What follows belongs to an exercise in optimizing a design on an open flow for small area, a short achievable clock period and few clock cycles per item; a production flow would make more cautious choices. At most, simulation tests tie the RTL to the original design; equivalence was not proved. Only the layout flow was run in run 3; the RTL was not checked for function there. Power and IR drop assume default switching activity.

## flow/design.v

```verilog
`timescale 1ns/1ps
module cnnTop (
    input  logic                            i_clk,
    input  logic                            i_rstN,
    input  logic                            i_wrEn,
    input  logic [6-1:0]          i_wrAddr,
    input  logic [8-1:0]           i_wrData,
    input  logic                            i_start,
    output logic                            o_busy,
    output logic                            o_done,
    output logic signed [24-1:0] o_result,
    output logic                            o_led
);
    logic [8-1:0] mem [64];
    logic [8-1:0] memData;
    assign memData = i_wrData & {8{i_rstN}};
    always_ff @(posedge i_clk) begin
        for (int p = 0; p < 64; p++) begin
            if (!i_rstN || (i_wrEn && i_wrAddr == 6'(p))) mem[p] <= memData;
        end
    end
    logic                  wrValid;
    logic [8-1:0] oldPix;
    logic [8-1:0] newPix;
    logic                  r0A, r7A, c0A, c7A;
    always_ff @(posedge i_clk) begin
        wrValid <= i_wrEn && i_rstN;
        oldPix  <= mem[i_wrAddr];
        newPix  <= i_wrData;
        r0A     <= i_wrAddr[5:3] == 3'd0;
        r7A     <= i_wrAddr[5:3] == 3'd7;
        c0A     <= i_wrAddr[2:0] == 3'd0;
        c7A     <= i_wrAddr[2:0] == 3'd7;
    end
    logic signed [8:0] diffA;
    logic              rbA, cbA;
    assign diffA = wrValid ? $signed({1'b0, newPix}) - $signed({1'b0, oldPix}) : 9'sd0;
    assign rbA   = r0A | r7A;
    assign cbA   = c0A | c7A;
    function automatic logic [17:0] csaSum(input logic [17:0] a, b, c);
        csaSum = a ^ b ^ c;
    endfunction
    function automatic logic [17:0] csaCry(input logic [17:0] a, b, c);
        csaCry = ((a & b) | (a & c) | (b & c)) << 1;
    endfunction
    logic [5:0] dl;
    logic [5:0] x0, y0, x1, y1, x2, y2;
    logic [5:0] l0Sum, l0Cry, l1Sum, l1Cry, l2Sum, l2Cry;
    assign dl = diffA[5:0];
    assign x0 = (rbA | cbA) ? dl << 2 : dl << 3;
    assign y0 = (rbA ^ cbA) ? dl << 1 : (rbA | cbA) ? 6'd0 : dl;
    assign x1 = (cbA ? dl << 1 : 6'd0) ^ {6{c0A}};
    assign y1 = (cbA && !rbA ? dl : 6'd0) ^ {6{c0A}};
    assign x2 = (rbA ? dl << 1 : 6'd0) ^ {6{r0A}};
    assign y2 = (rbA && !cbA ? dl : 6'd0) ^ {6{r0A}};
    logic [5:0] l0, l1, l2;    
    logic [4:0] l3h;           
    assign l0Sum = 6'(csaSum(18'(l0), 18'(x0), 18'(y0)));
    assign l0Cry = 6'(csaCry(18'(l0), 18'(x0), 18'(y0)));
    assign l1Sum = 6'(csaSum(18'(l1), 18'(x1), 18'(y1)));
    assign l1Cry = 6'(csaCry(18'(l1), 18'(x1), 18'(y1))) | 6'(c0A);
    assign l2Sum = 6'(csaSum(18'(l2), 18'(x2), 18'(y2)));
    assign l2Cry = 6'(csaCry(18'(l2), 18'(x2), 18'(y2))) | 6'(r0A);
    always_ff @(posedge i_clk) begin
        if (!i_rstN) begin
            l0  <= '0;
            l1  <= '0;
            l2  <= '0;
            l3h <= '0;
        end else begin
            l0  <= l0Sum + l0Cry;
            l1  <= l1Sum + l1Cry + 6'(c0A);
            l2  <= l2Sum + l2Cry + 6'(r0A);
            l3h <= l3h + dl[4:0];
        end
    end
    logic [12:0] dA, xq, yq, zq;
    logic [1:0]  cq;
    assign dA = 13'(diffA);
    always_comb begin
        xq = '0;
        yq = '0;
        zq = '0;
        cq = 2'd0;
        case ({r0A, r7A, c0A, c7A})
            4'b0000: begin xq = dA << 3;    yq = ~dA;        cq = 2'd1; end
            4'b0010: begin xq = ~(dA << 1);                  cq = 2'd1; end
            4'b0001: begin xq = dA << 3;    yq = dA << 1;              end
            4'b1000: begin xq = dA << 3;    yq = dA << 2;   zq = dA;   end
            4'b0100: begin xq = ~(dA << 2); yq = ~dA;        cq = 2'd2; end
            4'b1010: begin xq = dA << 2;                                end
            4'b1001: begin xq = dA << 3;    yq = dA << 2;              end
            4'b0110: begin xq = ~(dA << 3);                  cq = 2'd1; end
            default: ;
        endcase
    end
    logic [12:0] tqS, tqC;     
    logic        tqX;
    always_ff @(posedge i_clk) begin
        tqS <= 13'(csaSum(18'(xq), 18'(yq), 18'(zq)));
        tqC <= 13'(csaCry(18'(xq), 18'(yq), 18'(zq))) | 13'(cq != 2'd0);
        tqX <= cq[1];
    end
    logic [9:0] ca, cb, cc, ce, cf, cs1, cc1, cs2, cc2, cs3, cc3, cSum;
    assign ca  = 10'(l0);
    assign cb  = 10'(l1) << 1;
    assign cc  = ~(10'(l2) << 1);
    assign ce  = ~(10'(l2));
    assign cf  = ~(10'(l3h) << 1);
    assign cs1 = 10'(csaSum(18'(ca), 18'(cb), 18'(cc)));
    assign cc1 = 10'(csaCry(18'(ca), 18'(cb), 18'(cc))) | 10'd1;
    assign cs2 = 10'(csaSum(18'(ce), 18'(cf), 18'(cs1)));
    assign cc2 = 10'(csaCry(18'(ce), 18'(cf), 18'(cs1))) | 10'd1;
    assign cs3 = 10'(csaSum(18'(cc1), 18'(cc2), 18'(cs2)));
    assign cc3 = 10'(csaCry(18'(cc1), 18'(cc2), 18'(cs2))) | 10'd1;
    assign cSum = cs3 + cc3;
    logic [17:0] q;
    logic [17:0] qSum, qCry;
    logic [3:0]  flC;          
    logic        rstD;         
    assign qSum = csaSum(q, {{5{tqS[12]}}, tqS}, {{5{tqC[12]}}, tqC});
    assign qCry = csaCry(q, {{5{tqS[12]}}, tqS}, {{5{tqC[12]}}, tqC}) | 18'(tqX);
    always_ff @(posedge i_clk) begin
        rstD <= !i_rstN;
        if (!i_rstN || rstD) q <= '0;
        else                 q <= qSum + qCry;
        flC <= cSum[9:6];
    end
    logic [11:0] resNext;
    assign resNext = q[17:6] - {{8{flC[3]}}, flC};
    logic       busy;
    logic [2:0] runPipe;
    logic       accept;
    assign accept = i_start && !busy;
    always_ff @(posedge i_clk) begin
        if (!i_rstN) begin
            busy     <= 1'b0;
            runPipe  <= '0;
            o_done   <= 1'b0;
            o_result <= '0;
        end else begin
            runPipe <= {runPipe[1:0], accept};
            o_done  <= runPipe[2];
            if (accept)      busy <= 1'b1;
            else if (o_done) busy <= 1'b0;
            if (runPipe[2]) o_result <= 24'($signed(resNext));
        end
    end
    assign o_busy = busy;
    assign o_led  = o_result[24-1];
endmodule
```

## flow/run.sh

```bash
#!/bin/bash
# synth_recipe.tcl (not shown) runs the flow's synth.tcl, then flattens the netlist and writes it again
# the make line also repeats each setting of config.mk as NAME=value (left out here)
make -C /OpenROAD-flow-scripts/flow DESIGN_CONFIG=/design/flow/config.mk WORK_HOME=/design/flow/orfs CLKGATE_MAP_FILE= SYNTH_SCRIPT=/design/flow/synth_recipe.tcl finish
```

## flow/config.mk

```make
export PLATFORM = sky130hd
export DESIGN_NAME = cnnTop
export DESIGN_NICKNAME = cnnTop
export VERILOG_FILES = /design/flow/design.v
export SDC_FILE = /design/flow/constraint.sdc
export NUM_CORES = 4
export LEC_CHECK = 0
export CAP_MARGIN = 20
export CORE_MARGIN = 2
export CORE_UTILIZATION = 40
export SETUP_SLACK_MARGIN = 5
export SLEW_MARGIN = 20
```

## flow/constraint.sdc

```tcl
create_clock -name core_clock -period 8.0 [get_ports {i_clk}]
set_input_delay 1.6000 -clock core_clock [delete_from_list [all_inputs] [get_ports {i_clk}]]
set_output_delay 1.6000 -clock core_clock [all_outputs]
set_load 0.01 [all_outputs]
```

==> run_results.csv, run 1 <==
group,metric,value,unit
final_layout,layout.filler_cells,5725,
setup_path,worstPathArrival,3.94,ns
power,maximum_ir_drop_on_the_vdd_rail,0.000331,V
logic_synthesis,avgSynthCellArea,13.5,sq um
drt,drc,0,
final_layout,numnets_final,2316,
setup_path,worstRegToRegCells,14,
timing,period_share,0.425,
clock_network,cts.sink_count,622,
logic_synthesis,yosysWarnings,2,
setup_path,critical_path.reg2reg.startpoint,"oldPix[1]",
timing,grt_setup_unrepaired,"yes",
setup_path,critical_path.reg2reg.endpoint,"l0[5]",
final_layout,finalCoreUtilization,0.497,
logic_synthesis,yosys.cell_types.count,79,
logic_synthesis,synth_largest_type_area_fraction,0.571,
timing,final_max_slew_viol_count,0,
clock_network,worst_skew_pair.late_latency,0.64,ns
place,hpwl,66900,um
floorplan,ioPinCount,45,
hold_path,hold_start,"runPipe[0]",
logic_synthesis,synth_top_cell_by_area,"sky130_fd_sc_hd__edfxtp_1",
final_layout,most_common_cell_after_layout_fill_and_taps_aside,"sky130_fd_sc_hd__edfxtp_1",
global_routing,number_of_antenna_violations_at_the_first_check_in_global_routing,1,
setup_path,cp-endpoint,"l0[5]",
power,power.density_cell_area,312,nW/um^2
power,post_route_total_power,10.4,mW
status,run_status,"timing/DRC/antenna clean",
place,placement.io_buffers,44,
logic_synthesis,postSynthNetCount,2138,
floorplan,die_area,69400,sq um
final_layout,most-common-layout-cells,"sky130_fd_sc_hd__edfxtp_1, sky130_fd_sc_hd__a22oi_1, sky130_fd_sc_hd__nand2_1, sky130_fd_sc_hd__buf_4, sky130_fd_sc_hd__dfxtp_1",
clock_network,cts_max_level,3,
logic_synthesis,fraction_of_synthesis_flops_using_an_asynchronous_set_or_reset_pin,0,
timing,fmaxAchievable,294,MHz
setup_path,r2r_slack,4.60,ns
setup_path,critical_path_start,"oldPix[1]",
drt,vias_post_dr,18800,
global_routing,grt_pass1_wl,139000,um
floorplan,placeableCoreArea,66900,sq um
hold_path,hold_path.class,"reg2reg",
clock_network,numCtsBuffers,69,
drt,detail_route.iter0.violations,2253,
timing,fin_crit,3.40,ns
clock_network,tritoncts,"built",
drt,drt-wirelength-per-cell,32.1,um
global_routing,grt_pass1_vias,18200,
clock_network,cts.hold.buffers_added,0,
global_routing,maximum_number_of_pins_on_one_net_before_global_route_repair,96,
setup_path,worst-path-max-fanout,3,
logic_synthesis,synth.area.top_cells,"sky130_fd_sc_hd__edfxtp_1, sky130_fd_sc_hd__dfxtp_1, sky130_fd_sc_hd__a22oi_1",
setup_path,worst-endpoint-required,8.54,ns
setup_path,worstSetupPathType,"reg2reg",
final_layout,post_route_cells_drive_above_1_share,0.248,
setup_path,setup.worst_path.end_class,"flop",
timing,final.setup.tns,0,ns
drt,drtAntennaViolNets,0,
logic_synthesis,synthFlopType,"sky130_fd_sc_hd__edfxtp_1",
drt,routed_via_density,6.05,
timing,final-setup-viol-count,0,
drt,routed_wl,99400,um
timing,timing_worst_slew_pin_value,1.14,ns
power,total_leakage_power,12.1,nW
logic_synthesis,synth-edff-count,512,
logic_synthesis,ys_seq_elements,622,
floorplan,placement_rows,95,
timing,timing.max_slew.rel_slack,0.236,
clock_network,worst_setup_hold_path_clk_slew,0.06,ns
global_routing,groute.usage.overall,0.285,
final_layout,synthToLayoutAreaGrowth,23.4,%
drt,drt_pass1_iterations,5,
floorplan,die-width,264,um
floorplan,initial_core_util,0.403,
place,gpl.final_weighted_congestion,1.01,
timing,timing_hold_violations_final,0,
timing,skew,0.0480,ns
global_routing,grt_total_ovfl,0,
logic_synthesis,synth.yosys.seq_area_share,0.652,
setup_path,critical_path.startpoint_type,"flop",
clock_network,cts_buffer_depth,3,
run,max-cap-violations,0,
floorplan,die_h,264,um
logic_synthesis,synthesis.area,26900,sq um
clock_network,clock-root-buffer,"sky130_fd_sc_hd__clkbuf_16",
logic_synthesis,syn_inst,1990,
==> registers in the layout, summed over array words and instances, names as in the netlist, 3 cells and up <==
name      flops
l1            6
q            18
l2            6
tqS          12
mem         512
tqC          13
l0            6
oldPix        8
l3h           5
runPipe       3
newPix        8
o_result     12
flC           4
==> per-stage QoR <==
step                      std cells  hold WS (ns)  area [sq um]  setup WS (ns)
final                          3097         0.437         33200           4.60
after global routing           3096         0.445         33200           4.47
after CTS                      3079         0.438         32700           4.62
after detailed placement       2851         0.422         28700           2.82
after global placement         2849         0.419         28700           2.30
after floorplan                1990         0.412         27500           4.70
==> layer usage <==
layer	share of wire	GRT usage
met1	0.37	0.366
met2	0.47	0.455
met3	0.10	0.0619
met4	0.059	0.149
met5	0.000091	0
==> where the power goes <==
part	leakage (nW)	switching [mW]	internal [mW]
registers	5.86	0.224	3.91
clock network	1.16	1.36	1.97
logic	5.09	1.64	1.26
total	12.1	3.23	7.14
==> layout make-up <==
class                           instances  area, sq um  share of cell area
Sequential cell                       622        17600               0.530
Tap cell                              873         1090              0.0329
Clock inverter                         37          477              0.0143
Multi-Input combinational cell       1183        10000               0.301
Inverter                              107          428              0.0129
Timing Repair Buffer                  185         1760              0.0528
Clock buffer                           89         1880              0.0567
Antenna cell                            1         2.50           0.0000753
==> cell usage after synthesis, types with 19 or more instances <==
cell type and number:
sky130_fd_sc_hd__a21oi_1 56, sky130_fd_sc_hd__dfxtp_1 110, sky130_fd_sc_hd__nor2_1 131, sky130_fd_sc_hd__fa_1 62, sky130_fd_sc_hd__and2_1 19, sky130_fd_sc_hd__clkbuf_1 37
sky130_fd_sc_hd__o21ai_0 32, sky130_fd_sc_hd__nor3_1 25, sky130_fd_sc_hd__inv_1 103, sky130_fd_sc_hd__edfxtp_1 512, sky130_fd_sc_hd__a22oi_1 247, sky130_fd_sc_hd__nand2_1 202
sky130_fd_sc_hd__nand4_1 61, sky130_fd_sc_hd__xnor2_1 32, sky130_fd_sc_hd__ha_1 68
==> how the worst min path moves through the flow <==
stage                  to  slack, ns  depth (start not counted)
2_1_floorplan  runPipe[1]       0.41                          1
3_3_place_gp   runPipe[2]       0.42                          1
3_5_place_dp   runPipe[2]       0.42                          1
4_1_cts        runPipe[1]       0.44                          1
5_1_grt        runPipe[1]       0.45                          1
6_report       runPipe[1]       0.44                          1
==> worst max-delay path, cell delays in order, from the launching register on <==
cell                      delay [ns]
sky130_fd_sc_hd__dfxtp_4        0.39
sky130_fd_sc_hd__inv_4          0.04
sky130_fd_sc_hd__ha_4           0.22
sky130_fd_sc_hd__nor2b_4        0.12
sky130_fd_sc_hd__o31a_1         0.25
sky130_fd_sc_hd__or3_4          0.44
sky130_fd_sc_hd__o22ai_4        0.18
sky130_fd_sc_hd__fa_1           0.46
sky130_fd_sc_hd__ha_4           0.24
sky130_fd_sc_hd__a21o_1         0.16
sky130_fd_sc_hd__a21oi_2        0.18
sky130_fd_sc_hd__xnor2_2        0.13
sky130_fd_sc_hd__xnor2_1        0.11
sky130_fd_sc_hd__or2_0          0.25
sky130_fd_sc_hd__a21oi_1        0.11
==> logic make-up (layout without fill, tap and decap cells) <==
kind of cell | count (synthesis) | count (layout) | share of synthesized area
AO/OA/AOI/OAI | 423 | 424 | 0.113
multiplexers | 13 | 13 | 0.00516
AND/OR/NAND/NOR | 563 | 563 | 0.104
adder cells (fa/ha/maj) | 130 | 130 | 0.0777
flip-flops | 622 | 622 | 0.652
other | 0 | 1 | 0
buffers and inverters | 186 | 418 | 0.0298
XOR/XNOR | 53 | 53 | 0.0188
==> timing repair <==
| item | CTS | global route |
|---|---|---|
| resized for setup | 239 | 77 |
| cloned | 1 | 0 |
| setup endpoints to repair | 580 | 105 |
| pin swaps | 90 | 45 |
| setup buffers | 101 | 17 |
Testbench counts, summed over its fixed seeds: cycles 8,576, images 128.
==> run 2: changes to the inputs <==
--- a/flow/config.mk
+++ b/flow/config.mk
@@ -8,5 +8,8 @@
 export CAP_MARGIN = 20
 export CORE_MARGIN = 2
 export CORE_UTILIZATION = 40
+export CTS_BUF_LIST = sky130_fd_sc_hd__clkbuf_8
+export CTS_CLUSTER_DIAMETER = 50
+export CTS_CLUSTER_SIZE = 16
 export SETUP_SLACK_MARGIN = 5
 export SLEW_MARGIN = 20
==> run_results.csv, run 2 <==
group,metric,value,unit
final_layout,top_register,"mem",
drt,drc,0,
power,total_leakage_power,11.6,nW
drt,detail_route.iter0.violations,2444,
timing,final_max_slew_viol_count,0,
timing,timing_hold_violations_final,0,
clock_network,cts.hold.buffers_added,0,
clock_network,tritoncts,"built",
clock_network,cts_max_level,3,
logic_synthesis,synth_top_cell_by_area,"sky130_fd_sc_hd__edfxtp_1",
place,gpl.final_weighted_congestion,1.01,
logic_synthesis,yosys.cell_types.count,79,
timing,timing.max_slew.rel_slack,0.303,
drt,routed_via_density,6.05,
setup_path,cp.buffers_inverters,1,
clock_network,cts_buffer_depth,3,
logic_synthesis,synth-edff-count,512,
final_layout,post_route_cells_drive_above_1_share,0.254,
floorplan,die-width,264,um
run,max-cap-violations,0,
timing,period_share,0.426,
logic_synthesis,syn_inst,1990,
floorplan,placeableCoreArea,66900,sq um
timing,fin_crit,3.41,ns
status,run_status,"timing/DRC/antenna clean",
timing,skew,0.0747,ns
setup_path,worst-endpoint-required,8.62,ns
place,hpwl,66900,um
timing,finalHoldWorstSlack,0.435,ns
power,proportion_of_power_drawn_by_combinational_gates,0.310,
setup_path,worstRegToRegCells,14,
power,power.density_cell_area,291,nW/um^2
final_layout,layout.filler_cells,5802,
drt,drtAntennaViolNets,0,
setup_path,worst-path-max-fanout,3,
final_layout,most_common_cell_after_layout_fill_and_taps_aside,"sky130_fd_sc_hd__edfxtp_1",
logic_synthesis,synth.area.top_cells,"sky130_fd_sc_hd__edfxtp_1, sky130_fd_sc_hd__dfxtp_1, sky130_fd_sc_hd__a22oi_1",
logic_synthesis,ys_seq_elements,622,
logic_synthesis,synth_largest_type_area_fraction,0.571,
place,placement.io_buffers,44,
logic_synthesis,avgSynthCellArea,13.5,sq um
floorplan,die_area,69400,sq um
logic_synthesis,synth_most_common_cell,"sky130_fd_sc_hd__edfxtp_1",
floorplan,die_h,264,um
drt,drt_pass1_iterations,6,
timing,fmaxAchievable,293,MHz
floorplan,ioPinCount,45,
setup_path,path_delay_family,"adder cells",
timing,final-setup-viol-count,0,
setup_path,crit_chain,"inv_4 -> ha_4 -> nor2b_4 -> o31a_1 -> or3_4 -> o22ai_4 -> fa_1 -> ha_4 -> a21o_1 -> a21oi_2 -> xnor2_2 -> xnor2_1 -> or2_0 -> a21oi_1",
final_layout,final_cell_count_no_fill,3087,
power,power_report.internal_total,6.19,mW
timing,final.setup.tns,0,ns
global_routing,number_of_antenna_violations_at_the_first_check_in_global_routing,2,
final_layout,design_area,32300,sq um
timing,grt_setup_unrepaired,"yes",
clock_network,cts.sink_count,622,
drt,routed_wl,99700,um
drt,drt-wirelength-per-cell,32.3,um
setup_path,critical_path.startpoint_type,"flop",
setup_path,critical_path.most_common_cell,"sky130_fd_sc_hd__ha_4",
global_routing,global_routing_usage_on_met3,0.0638,
setup_path,worst-path-stages,14,
place,place_inst,2851,
logic_synthesis,fraction_of_synthesis_flops_using_an_asynchronous_set_or_reset_pin,0,
clock_network,numCtsBuffers,69,
clock_network,worst_skew_pair.late_latency,0.73,ns
global_routing,grt_total_ovfl,0,
global_routing,met2_demand_to_capacity_share_in_global_routing,0.455,
logic_synthesis,yosysWarnings,2,
setup_path,worstPathArrival,4.03,ns
logic_synthesis,synthesis.area,26900,sq um
power,share_clk_of_total_power,0.251,
final_layout,most-common-layout-cells,"sky130_fd_sc_hd__edfxtp_1, sky130_fd_sc_hd__a22oi_1, sky130_fd_sc_hd__nand2_1, sky130_fd_sc_hd__buf_4, sky130_fd_sc_hd__nor2_1",
final_layout,top_regs,"mem x512, q x18, tqC x13",
logic_synthesis,synth.top_cells.by_count,"sky130_fd_sc_hd__edfxtp_1, sky130_fd_sc_hd__a22oi_1, sky130_fd_sc_hd__nand2_1",
global_routing,maximum_number_of_pins_on_one_net_before_global_route_repair,96,
place,placed_cell_area,28700,sq um
power,pwr-share-seq,0.439,
global_routing,grt_max_usage_layer,"met2",
clock_network,worst_setup_hold_path_clk_slew,0.10,ns
power,netSwitchingFraction,0.341,
setup_path,worstSetupPathType,"reg2reg",
setup_path,slowest_stage,"sky130_fd_sc_hd__fa_1",
global_routing,groute.usage.overall,0.285,
logic_synthesis,postSynthNetCount,2138,
setup_path,critical-path-max-stage-delay,0.46,ns
logic_synthesis,synthFlopType,"sky130_fd_sc_hd__edfxtp_1",
floorplan,initial_core_util,0.403,
drt,vias_post_dr,18700,
power,p_sw,3.21,mW
power,maximum_ir_drop_on_the_vdd_rail,0.000347,V
global_routing,grt_pass1_wl,138000,um
final_layout,flip_flop_count_of_the_largest_register_after_layout,512,
final_layout,synthToLayoutAreaGrowth,20.0,%
global_routing,use_met1,0.365,
clock_network,clock-root-buffer,"sky130_fd_sc_hd__clkbuf_8",
hold_path,hold_path.class,"reg2reg",
timing,timing_worst_slew_pin_value,1.04,ns
final_layout,numnets_final,2307,
hold_path,hold_path_depth,1,
logic_synthesis,synth.yosys.seq_area_share,0.652,
floorplan,placement_rows,95,
global_routing,grt_pass1_vias,18200,
setup_path,setup.worst_path.end_class,"flop",
==> run 2: cell count changes in the layout (fill, tap and decap cells not counted), sizes merged <==
cell           delta
clkinv            -5
clkdlybuf4s15     +3
clkbuf           -19
clkinvlp          +6
bufinv            -5
dlygate4sd2      -17
buf               +5
inv              +22
==> run 2: repair_timing <==
action | 4_1_cts | 5_1_grt
endpoints found under the setup margin | 583 | 62
gates resized for setup | 279 | 87
gates cloned | 1 | 0
hold endpoints to repair | 0 | 0
buffers inserted | 96 | 13
pin swaps | 74 | 68
==> run 2: final timing paths <==
kind	from	to	slack (ns)
min	busy	runPipe[0]	0.43
min reg2reg	busy	runPipe[0]	0.43
max	oldPix[1]	l0[5]	4.59
max reg2reg	oldPix[1]	l0[5]	4.59
==> run 2: through the flow <==
| step | power (mW) | worst slack (ns) | util |
|---|---|---|---|
| global route | 9.91 | 4.47 | 0.483 |
| global placement | 6.57 | 2.30 | 0.428 |
| CTS | 9.30 | 4.61 | 0.475 |
| detailed placement | 6.64 | 2.82 | 0.429 |
| finish | 9.40 | 4.59 | 0.483 |
| floorplan | 5.93 | 4.70 | - |
==> run 2: power by group through the flow <==
stage | registers [mW] | clock network [mW] | logic (mW)
global route | 4.16 | 2.51 | 3.24
global placement | 4.19 | 0 | 2.38
finish | 4.13 | 2.36 | 2.91
detailed placement | 4.19 | 0 | 2.45
CTS | 4.13 | 2.39 | 2.79
floorplan | 4.09 | 0 | 1.84
==> run 2: cell type report <==
| cell class | count | area, sq um | share of cell area |
|---|---|---|---|
| multi-input cells | 1183 | 9990 | 0.309 |
| diodes | 1 | 2.50 | 0.0000774 |
| clock inverters | 55 | 538 | 0.0166 |
| inverters | 107 | 433 | 0.0134 |
| well taps | 873 | 1090 | 0.0338 |
| repair buffers | 176 | 1700 | 0.0526 |
| flip-flops and latches | 622 | 17600 | 0.545 |
| clock buffers | 70 | 963 | 0.0298 |
==> run 2: cells by family (layout without fill, tap and decap cells) <==
| logic type | Yosys count | in the layout | synth area share |
|---|---|---|---|
| AOI/OAI and AO/OA | 423 | 424 | 0.113 |
| xor gates and xnor gates | 53 | 53 | 0.0188 |
| adders and majority gates | 130 | 130 | 0.0777 |
| buffers and inverters | 186 | 408 | 0.0298 |
| DFF | 622 | 622 | 0.652 |
| muxes | 13 | 13 | 0.00516 |
| other | 0 | 1 | 0 |
| and+or+nand+nor | 563 | 563 | 0.104 |
==> run 2: routing by layer <==
layer / share of wire / wire length, um
met2: 0.46 / 46200
met3: 0.096 / 9550
met4: 0.060 / 6030
met1: 0.38 / 37900
met5: 0.00010 / 10
==> run 3: changes to the inputs <==
--- a/flow/design.v
+++ b/flow/design.v
@@ -23,6 +23,10 @@
     logic [8-1:0] oldPix;
     logic [8-1:0] newPix;
     logic                  r0A, r7A, c0A, c7A;
+    logic                  x0s4, y0s2, y0s1, x1En, y1En, x2En, y2En;
+    logic                  rbIn, cbIn;
+    assign rbIn = i_wrAddr[5:3] == 3'd0 || i_wrAddr[5:3] == 3'd7;
+    assign cbIn = i_wrAddr[2:0] == 3'd0 || i_wrAddr[2:0] == 3'd7;
     always_ff @(posedge i_clk) begin
         wrValid <= i_wrEn && i_rstN;
         oldPix  <= mem[i_wrAddr];
@@ -31,6 +35,13 @@
         r7A     <= i_wrAddr[5:3] == 3'd7;
         c0A     <= i_wrAddr[2:0] == 3'd0;
         c7A     <= i_wrAddr[2:0] == 3'd7;
+        x0s4    <= rbIn || cbIn;
+        y0s2    <= rbIn != cbIn;
+        y0s1    <= !rbIn && !cbIn;
+        x1En    <= cbIn;
+        y1En    <= cbIn && !rbIn;
+        x2En    <= rbIn;
+        y2En    <= rbIn && !cbIn;
     end
     logic signed [8:0] diffA;
     logic              rbA, cbA;
@@ -47,32 +58,33 @@
     logic [5:0] x0, y0, x1, y1, x2, y2;
     logic [5:0] l0Sum, l0Cry, l1Sum, l1Cry, l2Sum, l2Cry;
     assign dl = diffA[5:0];
-    assign x0 = (rbA | cbA) ? dl << 2 : dl << 3;
-    assign y0 = (rbA ^ cbA) ? dl << 1 : (rbA | cbA) ? 6'd0 : dl;
-    assign x1 = (cbA ? dl << 1 : 6'd0) ^ {6{c0A}};
-    assign y1 = (cbA && !rbA ? dl : 6'd0) ^ {6{c0A}};
-    assign x2 = (rbA ? dl << 1 : 6'd0) ^ {6{r0A}};
-    assign y2 = (rbA && !cbA ? dl : 6'd0) ^ {6{r0A}};
+    assign x0 = x0s4 ? dl << 2 : dl << 3;
+    assign y0 = ((dl << 1) & {6{y0s2}}) | (dl & {6{y0s1}});
+    assign x1 = ((dl << 1) & {6{x1En}}) ^ {6{c0A}};
+    assign y1 = (dl & {6{y1En}}) ^ {6{c0A}};
+    assign x2 = ((dl << 1) & {6{x2En}}) ^ {6{r0A}};
+    assign y2 = (dl & {6{y2En}}) ^ {6{r0A}};
     logic [5:0] l0, l1, l2;    
     logic [4:0] l3h;           
-    assign l0Sum = 6'(csaSum(18'(l0), 18'(x0), 18'(y0)));
-    assign l0Cry = 6'(csaCry(18'(l0), 18'(x0), 18'(y0)));
-    assign l1Sum = 6'(csaSum(18'(l1), 18'(x1), 18'(y1)));
-    assign l1Cry = 6'(csaCry(18'(l1), 18'(x1), 18'(y1))) | 6'(c0A);
-    assign l2Sum = 6'(csaSum(18'(l2), 18'(x2), 18'(y2)));
-    assign l2Cry = 6'(csaCry(18'(l2), 18'(x2), 18'(y2))) | 6'(r0A);
+    assign l0Sum = 6'(csaSum(18'(l0Fb), 18'(x0), 18'(y0)));
+    assign l0Cry = 6'(csaCry(18'(l0Fb), 18'(x0), 18'(y0)));
+    assign l1Sum = 6'(csaSum(18'(l1Fb), 18'(x1), 18'(y1)));
+    assign l1Cry = 6'(csaCry(18'(l1Fb), 18'(x1), 18'(y1))) | 6'(c0A);
+    assign l2Sum = 6'(csaSum(18'(l2Fb), 18'(x2), 18'(y2)));
+    assign l2Cry = 6'(csaCry(18'(l2Fb), 18'(x2), 18'(y2))) | 6'(r0A);
+    logic       rstD;
+    logic [5:0] l0Fb, l1Fb, l2Fb;
+    logic [4:0] l3Fb;
+    assign l0Fb = l0 & {6{!rstD}};
+    assign l1Fb = l1 & {6{!rstD}};
+    assign l2Fb = l2 & {6{!rstD}};
+    assign l3Fb = l3h & {5{!rstD}};
     always_ff @(posedge i_clk) begin
-        if (!i_rstN) begin
-            l0  <= '0;
-            l1  <= '0;
-            l2  <= '0;
-            l3h <= '0;
-        end else begin
-            l0  <= l0Sum + l0Cry;
-            l1  <= l1Sum + l1Cry + 6'(c0A);
-            l2  <= l2Sum + l2Cry + 6'(r0A);
-            l3h <= l3h + dl[4:0];
-        end
+        rstD <= !i_rstN;
+        l0   <= l0Sum + l0Cry;
+        l1   <= {l1Sum, 1'b1} + {l1Cry, c0A} >> 1;
+        l2   <= {l2Sum, 1'b1} + {l2Cry, r0A} >> 1;
+        l3h  <= l3Fb + dl[4:0];
     end
     logic [12:0] dA, xq, yq, zq;
     logic [1:0]  cq;
@@ -117,14 +129,15 @@
     logic [17:0] q;
     logic [17:0] qSum, qCry;
     logic [3:0]  flC;          
-    logic        rstD;         
-    assign qSum = csaSum(q, {{5{tqS[12]}}, tqS}, {{5{tqC[12]}}, tqC});
-    assign qCry = csaCry(q, {{5{tqS[12]}}, tqS}, {{5{tqC[12]}}, tqC}) | 18'(tqX);
+    logic        rstD2;        
+    logic [17:0] qFb;
+    assign qFb  = q & {18{!rstD && !rstD2}};
+    assign qSum = csaSum(qFb, {{5{tqS[12]}}, tqS}, {{5{tqC[12]}}, tqC});
+    assign qCry = csaCry(qFb, {{5{tqS[12]}}, tqS}, {{5{tqC[12]}}, tqC}) | 18'(tqX);
     always_ff @(posedge i_clk) begin
-        rstD <= !i_rstN;
-        if (!i_rstN || rstD) q <= '0;
-        else                 q <= qSum + qCry;
-        flC <= cSum[9:6];
+        rstD2 <= rstD;
+        q     <= qSum + qCry;
+        flC   <= cSum[9:6];
     end
     logic [11:0] resNext;
     assign resNext = q[17:6] - {{8{flC[3]}}, flC};
==> run_results.csv, run 3 <==
group,metric,value,unit
floorplan,placeableCoreArea,68600,sq um
timing,fmaxAchievable,294,MHz
drt,vias_post_dr,19100,
final_layout,synthToLayoutAreaGrowth,19.2,%
logic_synthesis,synth_most_common_cell,"sky130_fd_sc_hd__edfxtp_1",
drt,drtAntennaViolNets,0,
logic_synthesis,avgSynthCellArea,13.3,sq um
logic_synthesis,syn_inst,2083,
setup_path,worstSetupPathType,"reg2reg",
global_routing,grt_total_ovfl,0,
final_layout,antenna_cells_inserted,0,
global_routing,grt_pass1_vias,18200,
floorplan,initial_core_util,0.403,
global_routing,number_of_antenna_violations_at_the_first_check_in_global_routing,1,
final_layout,most_common_cell_after_layout_fill_and_taps_aside,"sky130_fd_sc_hd__edfxtp_1",
clock_network,numCtsBuffers,70,
setup_path,critical_path.startpoint_type,"flop",
setup_path,critical-path-max-stage-delay,0.50,ns
power,post_route_total_power,9.79,mW
clock_network,clock-root-buffer,"sky130_fd_sc_hd__clkbuf_8",
final_layout,final_cell_count_no_fill,3226,
logic_synthesis,synth.area.top_cells,"sky130_fd_sc_hd__edfxtp_1, sky130_fd_sc_hd__dfxtp_1, sky130_fd_sc_hd__a22oi_1",
power,netSwitchingFraction,0.348,
power,maximum_ir_drop_on_the_vdd_rail,0.000289,V
global_routing,maximum_number_of_pins_on_one_net_before_global_route_repair,65,
power,power.density_cell_area,297,nW/um^2
final_layout,most-common-layout-cells,"sky130_fd_sc_hd__edfxtp_1, sky130_fd_sc_hd__a22oi_1, sky130_fd_sc_hd__nand2_1, sky130_fd_sc_hd__inv_1, sky130_fd_sc_hd__dfxtp_1",
drt,drc,0,
logic_synthesis,synth.top_cells.by_count,"sky130_fd_sc_hd__edfxtp_1, sky130_fd_sc_hd__a22oi_1, sky130_fd_sc_hd__nand2_1",
place,placement.io_buffers,44,
power,share_clk_of_total_power,0.248,
setup_path,crit_chain,"inv_2 -> ha_4 -> a21boi_4 -> o21a_1 -> or3_4 -> inv_8 -> buf_12 -> nand2_2 -> xnor2_2 -> fa_1 -> inv_1 -> ha_4 -> inv_1 -> o21bai_2 -> a21oi_2 -> xnor2_2 -> xnor2_1",
status,run_status,"timing/DRC/antenna clean",
logic_synthesis,synthesis.area,27700,sq um
place,gpl.final_weighted_congestion,1.00,
logic_synthesis,postSynthNetCount,2231,
final_layout,top_regs,"mem x512, q x18, tqC x13",
floorplan,die-width,267,um
final_layout,post_route_cells_drive_above_1_share,0.253,
global_routing,grt_pass1_wl,137000,um
floorplan,ioPinCount,45,
setup_path,slowest_stage,"sky130_fd_sc_hd__fa_1",
clock_network,worst_setup_hold_path_clk_slew,0.10,ns
final_layout,design_area,33000,sq um
logic_synthesis,synthFlopType,"sky130_fd_sc_hd__edfxtp_1",
hold_path,hold_path.class,"reg2reg",
logic_synthesis,synth_largest_type_area_fraction,0.556,
power,pwr-share-seq,0.431,
logic_synthesis,fraction_of_synthesis_flops_using_an_asynchronous_set_or_reset_pin,0,
final_layout,finalCoreUtilization,0.481,
floorplan,placement_rows,96,
setup_path,worstPathArrival,3.96,ns
power,p_sw,3.41,mW
final_layout,top_register,"mem",
final_layout,flip_flop_count_of_the_largest_register_after_layout,512,
clock_network,worst_skew_pair.late_latency,0.71,ns
place,place_inst,2996,
timing,skew,0.0401,ns
place,hpwl,65600,um
power,total_leakage_power,12.1,nW
setup_path,worst-endpoint-required,8.56,ns
timing,final-setup-viol-count,0,
final_layout,layout.filler_cells,5951,
floorplan,die_area,71300,sq um
timing,timing.max_slew.rel_slack,0.323,
logic_synthesis,synth.yosys.seq_area_share,0.641,
clock_network,cts_buffer_depth,3,
drt,routed_via_density,5.93,
logic_synthesis,ys_seq_elements,630,
logic_synthesis,yosys.cell_types.count,78,
logic_synthesis,synth_top_cell_by_area,"sky130_fd_sc_hd__edfxtp_1",
final_layout,area.sequential,17800,sq um
clock_network,cts.sink_count,630,
floorplan,die_h,267,um
timing,timing_worst_slew_pin_value,1.01,ns
clock_network,cts_max_level,3,
logic_synthesis,synth-edff-count,512,
global_routing,groute.usage.overall,0.275,
clock_network,tritoncts,"built",
timing,timing_hold_violations_final,0,
drt,drt_pass1_iterations,5,
timing,period_share,0.425,
timing,final_max_slew_viol_count,0,
power,proportion_of_power_drawn_by_combinational_gates,0.321,
timing,final.setup.tns,0,ns
drt,routed_wl,98800,um
place,placed_cell_area,29300,sq um
final_layout,multi_input_area,10300,sq um
timing,fin_crit,3.40,ns
drt,drt-wirelength-per-cell,30.6,um
drt,detail_route.iter0.violations,2501,
setup_path,setup.worst_path.end_class,"flop",
final_layout,numnets_final,2391,
timing,grt_setup_unrepaired,"yes",
power,power_report.internal_total,6.38,mW
logic_synthesis,yosysWarnings,2,
setup_path,worst-path-max-fanout,4,
run,max-cap-violations,0,
[run 3: final cells by class]
cell class | count | share of cell area
sequential | 630 | 0.539
multi-input combinational | 1213 | 0.314
timing repair buffer | 165 | 0.0456
tap | 931 | 0.0353
clock buffer | 72 | 0.0301
inverter | 163 | 0.0194
clock inverter | 52 | 0.0171
[run 3: stage by stage]
step	setup slack, ns	hold slack (ns)
floorplan	4.71	0.412
global placement	2.39	0.419
detailed placement	2.44	0.424
CTS	4.63	0.433
global route	4.45	0.433
finish	4.60	0.431
[run 3: cells by family after synthesis]
group	synth area share
AND/OR/NAND/NOR	0.108
buffers and inverters	0.0389
adder cells (fa/ha/maj)	0.0751
AO/OA/AOI/OAI	0.112
XOR/XNOR	0.0222
multiplexers	0.00335
flip-flops	0.641
[run 3: layer usage]
metal / track usage / share of wire / up-vias
li1: - / - / 8064
met1: 0.393 / 0.42 / 9688
met2: 0.409 / 0.44 / 1202
met3: 0.0677 / 0.11 / 169
met4: 0.0970 / 0.037 / 0
met5: 0 / 0 / -
[run 3: critical path, delay by kind of cell, from the launching register on]
family,cells,cell delay [ns]
compound gates,4,0.55
simple gates,2,0.48
xor+xnor,3,0.43
fa+ha+maj,3,1.02
buf+inv,5,0.37
flops,1,0.38
[run 3: what timing repair did]
item                                    4_1_cts  5_1_grt
gates resized for setup                     258       97
hold buffers                                  0        0
endpoints found under the setup margin      849      291
cloned                                        2        2
pin swaps                                    63       48
setup buffers                                61       41
[run 3: worst paths after layout]
check                  start          to  slack [ns]  cells after the start
setup / recovery   oldPix[2]       l1[5]        4.60                     17
hold / removal    runPipe[0]  runPipe[1]        0.43                      1
setup reg to reg   oldPix[2]       l1[5]        4.60                     17
hold reg to reg   runPipe[0]  runPipe[1]        0.43                      1
[run 3: power by group through the flow]
| stage | Combinational (mW) | Sequential, mW | Clock [mW] |
|---|---|---|---|
| floorplan | 1.97 | 4.16 | 0 |
| global placement | 2.49 | 4.28 | 0 |
| detailed placement | 2.57 | 4.27 | 0 |
| CTS | 2.93 | 4.21 | 2.45 |
| global route | 3.49 | 4.25 | 2.56 |
| finish | 3.14 | 4.22 | 2.43 |

-- what the ideal ports hide --
How much do the figures lean on ideal ports? The routed layouts below were timed once more, with nothing changed but the port constraints.
Step 1 sets driving cells, clkbuf_16 on the clock port and buf_2 on the other inputs (assumed; they add their load-dependent delay and slew).
Step 2 adds t to the input delays and takes it off the output delays; t is the mean of the earliest and latest rising clock arrival at the registers after step 1. Input paths then give back, and output paths get back, about the clock's delay inside the block.
Three values: ideal ports, drivers, drivers and shift; two values: the first two.
run | t, ns | setup slack, ns | latest minus earliest clock arrival (ns) | worst data-port slew with drivers (ns)
run 1 | 0.678 | 4.598 / 4.598 / 4.262 | 0.049 / 0.049 | 0.10
run 2 | 0.754 | 4.590 / 4.590 / 4.153 | 0.075 / 0.075 | 0.06
run 3 | 0.744 | 4.602 / 4.602 / 4.162 | 0.055 / 0.055 | 0.05
After both steps setup and hold are still met in every run listed. For run 3, which loses most, drivers alone change the setup slack by 0.000 ns; drivers and shift together by -0.440 ns.
